What follows belongs to an exercise in optimizing a design on an open flow for small area; a production flow would make more cautious choices.
In this exercise RTL edits were held to simulation tests only and were not proved equivalent to the original.
The flow treats the clock pin as an ideal source, which a real chip does not have.
Power and IR drop assume default switching activity.

==> flow/design.v <==
package arm_ctrl_pkg;
  localparam logic [10:0] OP_ADD  = 11'b10001011000;
  localparam logic [10:0] OP_SUB  = 11'b11001011000;
  localparam logic [10:0] OP_AND  = 11'b10001010000;
  localparam logic [10:0] OP_ORR  = 11'b10101010000;
  localparam logic [10:0] OP_LDUR = 11'b11111000010;
  localparam logic [10:0] OP_STUR = 11'b11111000000;
  localparam logic [7:0]  OP_CBZ_PFX = 8'b10110100;
  localparam logic [10:0] OP_EOR  = 11'b11001010000;
  localparam logic [1:0] ALU_OP_MEM    = 2'b00;
  localparam logic [1:0] ALU_OP_BRANCH = 2'b01;
  localparam logic [1:0] ALU_OP_RTYPE  = 2'b10;
  localparam logic [5:0] ALU_CTL_AND   = 6'b000000;
  localparam logic [5:0] ALU_CTL_ORR   = 6'b000001;
  localparam logic [5:0] ALU_CTL_ADD   = 6'b000010;
  localparam logic [5:0] ALU_CTL_SUB   = 6'b000110;
  localparam logic [5:0] ALU_CTL_PASSB = 6'b000111;
endpackage
module arm_mem_bit (
  input  logic clk,
  input  logic d_i,
  input  logic ld_i,
  input  logic hold_i,
  output logic q_o
);
  always_ff @(posedge clk) q_o <= (d_i & ld_i) | (q_o & hold_i);
endmodule
module arm_rd_aoi #(
  parameter int N = 3
) (
  input  logic [N-1:0] d_i,
  input  logic [N-1:0] s_i,
  output logic         y_n_o
);
  assign y_n_o = ~|(d_i & s_i);
endmodule
module arm_rd_ao #(
  parameter int N = 2
) (
  input  logic [N-1:0] d_i,
  input  logic [N-1:0] s_i,
  output logic         y_o
);
  assign y_o = |(d_i & s_i);
endmodule
module arm_data_mem #(
  parameter int MEM_WORDS = 32,
  parameter int ADDR_LSB  = 3
) (
  input  logic        clk,
  input  logic        reset,
  input  logic [63:0] addr_i,
  input  logic [63:0] wdata_i,
  input  logic        we_i,
  input  logic        re_i,
  output logic [63:0] rdata_o
);
  localparam int IDX_W = (MEM_WORDS > 1) ? $clog2(MEM_WORDS) : 1;
  logic [63:0]          mem_q [MEM_WORDS];
  logic [MEM_WORDS-1:0] valid_q;
  logic [IDX_W-1:0]     idx;
  logic [MEM_WORDS-1:0] sel;
  logic [MEM_WORDS-1:0] wsel;
  logic [MEM_WORDS-1:0] hold;
  logic [MEM_WORDS-1:0] rsel;
  assign idx = addr_i[ADDR_LSB +: IDX_W];
  always_comb begin
    for (int i = 0; i < MEM_WORDS; i++) begin
      sel[i]  = (idx == i[IDX_W-1:0]);
      wsel[i] = we_i && sel[i];
      hold[i] = !wsel[i];
      rsel[i] = re_i && !reset && sel[i] && valid_q[i];
    end
  end
  always_ff @(posedge clk or posedge reset) begin
    if (reset) begin
      valid_q <= '0;
    end else begin
      valid_q <= valid_q | wsel;
    end
  end
  for (genvar w = 0; w < MEM_WORDS; w++) begin : gWord
    for (genvar b = 0; b < 64; b++) begin : gBit
      arm_mem_bit uBit (
        .clk   (clk),
        .d_i   (wdata_i[b]),
        .ld_i  (wsel[w]),
        .hold_i(hold[w]),
        .q_o   (mem_q[w][b])
      );
    end
  end
  localparam int NFULL = MEM_WORDS / 3;
  localparam int NREST = MEM_WORDS - 3 * NFULL;
  for (genvar b = 0; b < 64; b++) begin : gRd
    logic [NFULL-1:0] term_n;
    logic             rest;
    for (genvar g = 0; g < NFULL; g++) begin : gGrp
      logic [2:0] col;
      for (genvar i = 0; i < 3; i++) begin : gCol
        assign col[i] = mem_q[3 * g + i][b];
      end
      arm_rd_aoi #(.N(3)) uAoi (
        .d_i  (col),
        .s_i  (rsel[3 * g +: 3]),
        .y_n_o(term_n[g])
      );
    end
    if (NREST > 0) begin : gRest
      logic [NREST-1:0] col;
      for (genvar i = 0; i < NREST; i++) begin : gCol
        assign col[i] = mem_q[3 * NFULL + i][b];
      end
      arm_rd_ao #(.N(NREST)) uAo (
        .d_i(col),
        .s_i(rsel[3 * NFULL +: NREST]),
        .y_o(rest)
      );
    end else begin : gNoRest
      assign rest = 1'b0;
    end
    assign rdata_o[b] = ~&term_n | rest;
  end
endmodule
module arm_ctrl_datamem #(
  parameter int MEM_WORDS = 32,
  parameter int ADDR_LSB  = 3
) (
  input  logic        clk,
  input  logic        reset,
  input  logic [10:0] opcode,
  input  logic [63:0] mem_addr,
  input  logic [63:0] mem_wdata,
  output logic        reg_to_loc,
  output logic        branch,
  output logic        mem_read,
  output logic        mem_to_reg,
  output logic [1:0]  alu_op,
  output logic        mem_write,
  output logic        alu_src,
  output logic        reg_write,
  output logic [5:0]  alu_ctl,
  output logic [63:0] mem_rdata,
  output logic        illegal_op
);
  logic isCbz, isAdd, isSub, isAnd, isOrr, isLdur, isStur, isRtype;
  assign isCbz   = (opcode[10:3] == arm_ctrl_pkg::OP_CBZ_PFX);
  assign isAdd   = (opcode == arm_ctrl_pkg::OP_ADD);
  assign isSub   = (opcode == arm_ctrl_pkg::OP_SUB);
  assign isAnd   = (opcode == arm_ctrl_pkg::OP_AND);
  assign isOrr   = (opcode == arm_ctrl_pkg::OP_ORR);
  assign isLdur  = (opcode == arm_ctrl_pkg::OP_LDUR);
  assign isStur  = (opcode == arm_ctrl_pkg::OP_STUR);
  assign isRtype = isAdd | isSub | isAnd | isOrr;
  assign reg_to_loc = isStur | isCbz;
  assign alu_src    = isLdur | isStur;
  assign mem_to_reg = isLdur;
  assign reg_write  = isRtype | isLdur;
  assign mem_read   = isLdur;
  assign mem_write  = isStur;
  assign branch     = isCbz;
  assign alu_op     = isRtype ? arm_ctrl_pkg::ALU_OP_RTYPE :
                      isCbz   ? arm_ctrl_pkg::ALU_OP_BRANCH : arm_ctrl_pkg::ALU_OP_MEM;
  assign alu_ctl    = isCbz ? arm_ctrl_pkg::ALU_CTL_PASSB :
                      isSub ? arm_ctrl_pkg::ALU_CTL_SUB   :
                      isAnd ? arm_ctrl_pkg::ALU_CTL_AND   :
                      isOrr ? arm_ctrl_pkg::ALU_CTL_ORR   : arm_ctrl_pkg::ALU_CTL_ADD;
  assign illegal_op = ~(isCbz | isRtype | isLdur | isStur);
  arm_data_mem #(
    .MEM_WORDS(MEM_WORDS),
    .ADDR_LSB (ADDR_LSB)
  ) uDataMem (
    .clk    (clk),
    .reset  (reset),
    .addr_i (mem_addr),
    .wdata_i(mem_wdata),
    .we_i   (isStur),
    .re_i   (isLdur),
    .rdata_o(mem_rdata)
  );
endmodule
export LEC_CHECK = 0
export CAP_MARGIN = 20
export CORE_MARGIN = 2
export CORE_UTILIZATION = 55
export SLEW_MARGIN = 20
export SYNTH_HIERARCHICAL = 1
export SYNTH_MINIMUM_KEEP_SIZE = 0
create_clock -name core_clock -period 10.0 [get_ports {clk}]
standard.sh (not shown) runs the stock make flow with config.mk's settings and CLKGATE_MAP_FILE= SYNTH_SCRIPT=/design/flow/synth_recipe.tcl, a recipe that flattens the netlist after the stock synthesis.
==> flow/flow/run.sh <==
#!/bin/bash
# Standard layout with three changes: ports are buffered with buf_2 instead of the resizer's
# default choice, and clock tree synthesis clusters up to 25 sinks within 50 um per clkbuf_16
# without inserting dummy loads.
set -euo pipefail
bash standard.sh \
  "BUFFER_PORTS_ARGS=-buffer_cell sky130_fd_sc_hd__buf_2" \
  "CTS_ARGS=-sink_clustering_enable -repair_clock_nets -dont_use_dummy_load -sink_clustering_size 25 -sink_clustering_max_diameter 50 -buf_list sky130_fd_sc_hd__clkbuf_16" \
  finish > standard.log 2>&1
Change:
==> flow/run.sh (new file) <==
#!/bin/bash
# synth_recipe.tcl (not shown) runs the flow's synth.tcl, then flattens the netlist and writes it again
# the make line also repeats each setting of config.mk as NAME=value (left out here)
make -C /OpenROAD-flow-scripts/flow DESIGN_CONFIG=/design/flow/config.mk WORK_HOME=/design/flow/orfs CLKGATE_MAP_FILE= SYNTH_SCRIPT=/design/flow/synth_recipe.tcl finish
--- a/flow/config.mk
+++ b/flow/config.mk
@@ -10,0 +11,3 @@
+export CTS_BUF_LIST = sky130_fd_sc_hd__clkbuf_16
+export CTS_CLUSTER_DIAMETER = 50
+export CTS_CLUSTER_SIZE = 25
removed: flow/flow/run.sh
removed: flow/standard.sh
Effect: Register-to-register slack gets better by 0.02 ns. Non-clock buffer count goes up by 36. Combinational power went up by about 7%. Design area went up by 3.9%. Total power is higher by 9.9%. Synthesized area is unchanged. First-iteration DRC count fell by 7.1%. Via count fell by 1.1%. Routed wire length is lower by 5.1%. Worst setup slack got worse by 0.44 ns. Maximum frequency shrinks by 5.1%.
Change:
==> flow/flow/run.sh (new file) <==
#!/bin/bash
# Standard layout with these changes: ports are buffered with buf_2 instead of the resizer's
# default choice, and clock tree synthesis uses larger sink clusters per clkbuf_16, without
# dummy loads. If the estimated clock slew at the flip-flops comes out too high, clock tree
# synthesis is redone with smaller clusters.
set -euo pipefail
WORK=$(pwd)
export RESULTS=$WORK/orfs/results/sky130hd/arm_ctrl_datamem/base
PORTS="BUFFER_PORTS_ARGS=-buffer_cell sky130_fd_sc_hd__buf_2"
cts_args() {
  echo "CTS_ARGS=-sink_clustering_enable -repair_clock_nets -dont_use_dummy_load -sink_clustering_size $1 -sink_clustering_max_diameter $2 -buf_list sky130_fd_sc_hd__clkbuf_16"
}
cur="32 90"
bash standard.sh "$PORTS" "$(cts_args $cur)" cts > standard_to_cts.log 2>&1
n=0
for next in "30 80" "28 75" "26 70" "20 60" "14 50" ""; do
  openroad -no_init -exit flow/clkslew.tcl > clkslew_$n.log 2>&1
  s=$(grep CLKSLEW clkslew_$n.log | awk '{print $2}')
  if [[ -z "$next" ]] || awk -v s="$s" 'BEGIN{exit !(s <= 0.117)}'; then break; fi
  n=$((n+1))
  cur=$next
  bash standard.sh clean_cts > standard_clean_$n.log 2>&1
  bash standard.sh "$PORTS" "$(cts_args $cur)" cts > standard_cts_$n.log 2>&1
done
bash standard.sh "$PORTS" "$(cts_args $cur)" finish > standard_finish.log 2>&1
==> flow/flow/clkslew.tcl (new file) <==
# Prints the worst estimated clock slew at any flip-flop clock pin after clock tree synthesis.
set res $::env(RESULTS)
read_liberty $::env(FLOW_HOME)/platforms/sky130hd/lib/sky130_fd_sc_hd__tt_025C_1v80.lib
read_db $res/4_1_cts.odb
read_sdc $res/4_cts.sdc
source $::env(FLOW_HOME)/platforms/sky130hd/setRC.tcl
set_propagated_clock [all_clocks]
estimate_parasitics -placement
set worst 0
foreach pin [get_pins -hierarchical */CLK] {
  set s [get_property $pin slew_max]
  if {$s > $worst} { set worst $s }
}
puts "CLKSLEW $worst"
==> flow/standard.sh (new file) <==
#!/bin/bash
# synth_recipe.tcl (not shown) runs the flow's synth.tcl, then flattens the netlist and writes it again
# the make line also repeats each setting of config.mk as NAME=value (left out here)
make -C /OpenROAD-flow-scripts/flow DESIGN_CONFIG=/design/flow/config.mk WORK_HOME=/design/flow/orfs CLKGATE_MAP_FILE= SYNTH_SCRIPT=/design/flow/synth_recipe.tcl "${@:-finish}"
--- a/flow/config.mk
+++ b/flow/config.mk
@@ -11,3 +10,0 @@
-export CTS_BUF_LIST = sky130_fd_sc_hd__clkbuf_16
-export CTS_CLUSTER_DIAMETER = 50
-export CTS_CLUSTER_SIZE = 25
removed: flow/run.sh
Effect:
- The changed run finished clean
- worst setup slack improves by 0.41 ns
- count of clock-buffer cells in the layout shrinks by 79
- cell area shrinks by 5.8%
- critical path depth stays the same
- register-to-register slack degrades by 0.02 ns
- routed wire length grows by about 5%
- via count grows by 0.58%
Change:
--- a/flow/flow/run.sh
+++ b/flow/flow/run.sh
@@ -13 +13 @@
-cur="32 90"
+cur="30 80"
@@ -16 +16 @@
-for next in "30 80" "28 75" "26 70" "20 60" "14 50" ""; do
+for next in "26 70" "20 60" "14 50" ""; do
@@ -19 +19 @@
-  if [[ -z "$next" ]] || awk -v s="$s" 'BEGIN{exit !(s <= 0.117)}'; then break; fi
+  if [[ -z "$next" ]] || awk -v s="$s" 'BEGIN{exit !(s <= 0.115)}'; then break; fi
--- a/flow/config.mk
+++ b/flow/config.mk
@@ -10 +10 @@
-export CORE_UTILIZATION = 55
+export CORE_UTILIZATION = 60
=> The new run finished clean. Clock power went down by about 3%. Cell area went down by 0.47%. Worst hold slack barely changes. Wire length went down by 5.4%. Flip-flop and latch count does not change.
Change:
--- a/flow/flow/run.sh
+++ b/flow/flow/run.sh
@@ -13 +13 @@
-cur="30 80"
+cur="32 90"
@@ -16 +16 @@
-for next in "26 70" "20 60" "14 50" ""; do
+for next in "30 80" "28 75" "26 70" "20 60" "14 50" ""; do
@@ -19 +19 @@
-  if [[ -z "$next" ]] || awk -v s="$s" 'BEGIN{exit !(s <= 0.115)}'; then break; fi
+  if [[ -z "$next" ]] || awk -v s="$s" 'BEGIN{exit !(s <= 0.117)}'; then break; fi
--- a/flow/config.mk
+++ b/flow/config.mk
@@ -10 +10 @@
-export CORE_UTILIZATION = 60
+export CORE_UTILIZATION = 65
=> Sequential share of layout area is higher by 0.11 points. Setup slack improves by 0.054 ns. Count of clock-buffer cells in the layout is lower by 3. Cell area barely changes. Die area is lower by 7.6%.
Change:
--- a/flow/config.mk
+++ b/flow/config.mk
@@ -10 +10 @@
-export CORE_UTILIZATION = 65
+export CORE_UTILIZATION = 63
- The changed run finished clean
- synthesized cell count stays the same
- total power rose by about 0.6%
- cell count rose by about 1.1%
- worst setup slack got worse by 0.015 ns
- final area is about the same
- utilization fell by 2.2 points
- die area rose by 3.1%
- critical path depth does not change

re-timing with driven ports:
In the flow no input, the clock included, has a driving cell. The finished layouts below were timed again as built, in two steps. Step 1 assumes that a clkbuf_16 drives the clock port and a buf_2 every other input. Step 2 adds t to the input delays and takes it off the output delays; t is the mean of the earliest and latest rising clock arrival at the registers after step 1. Input paths then give back, and output paths get back, about the clock's delay inside the block. a / b / c = no drivers / after step 1 / after step 2; a / b = the first two.
run | t, ns | setup WS [ns] | hold WS [ns] | worst setup path at the end | worst slew at a driven data input, ns
the first run | 0.866 | 1.823 / 1.803 / 1.803 | 0.455 / 0.455 / 0.455 | input to output | 0.19
the second run | 0.901 | 1.386 / 1.355 / 1.355 | 0.455 / 0.455 / 0.455 | input to output | 0.19
the third run | 0.806 | 1.793 / 1.772 / 1.772 | 0.462 / 0.462 / 0.462 | input to output | 0.17
the fourth run | 0.793 | 1.880 / 1.860 / 1.860 | 0.460 / 0.460 / 0.460 | input to output | 0.18
the fifth run | 0.783 | 1.934 / 1.913 / 1.913 | 0.465 / 0.465 / 0.465 | input to output | 0.22
the sixth run | 0.798 | 1.919 / 1.901 / 1.901 | 0.464 / 0.464 / 0.464 | input to output | 0.14
After both steps every run listed still meets setup and hold. For the second run, which loses most, drivers alone change the setup slack by -0.031 ns; drivers and shift together by -0.031 ns.
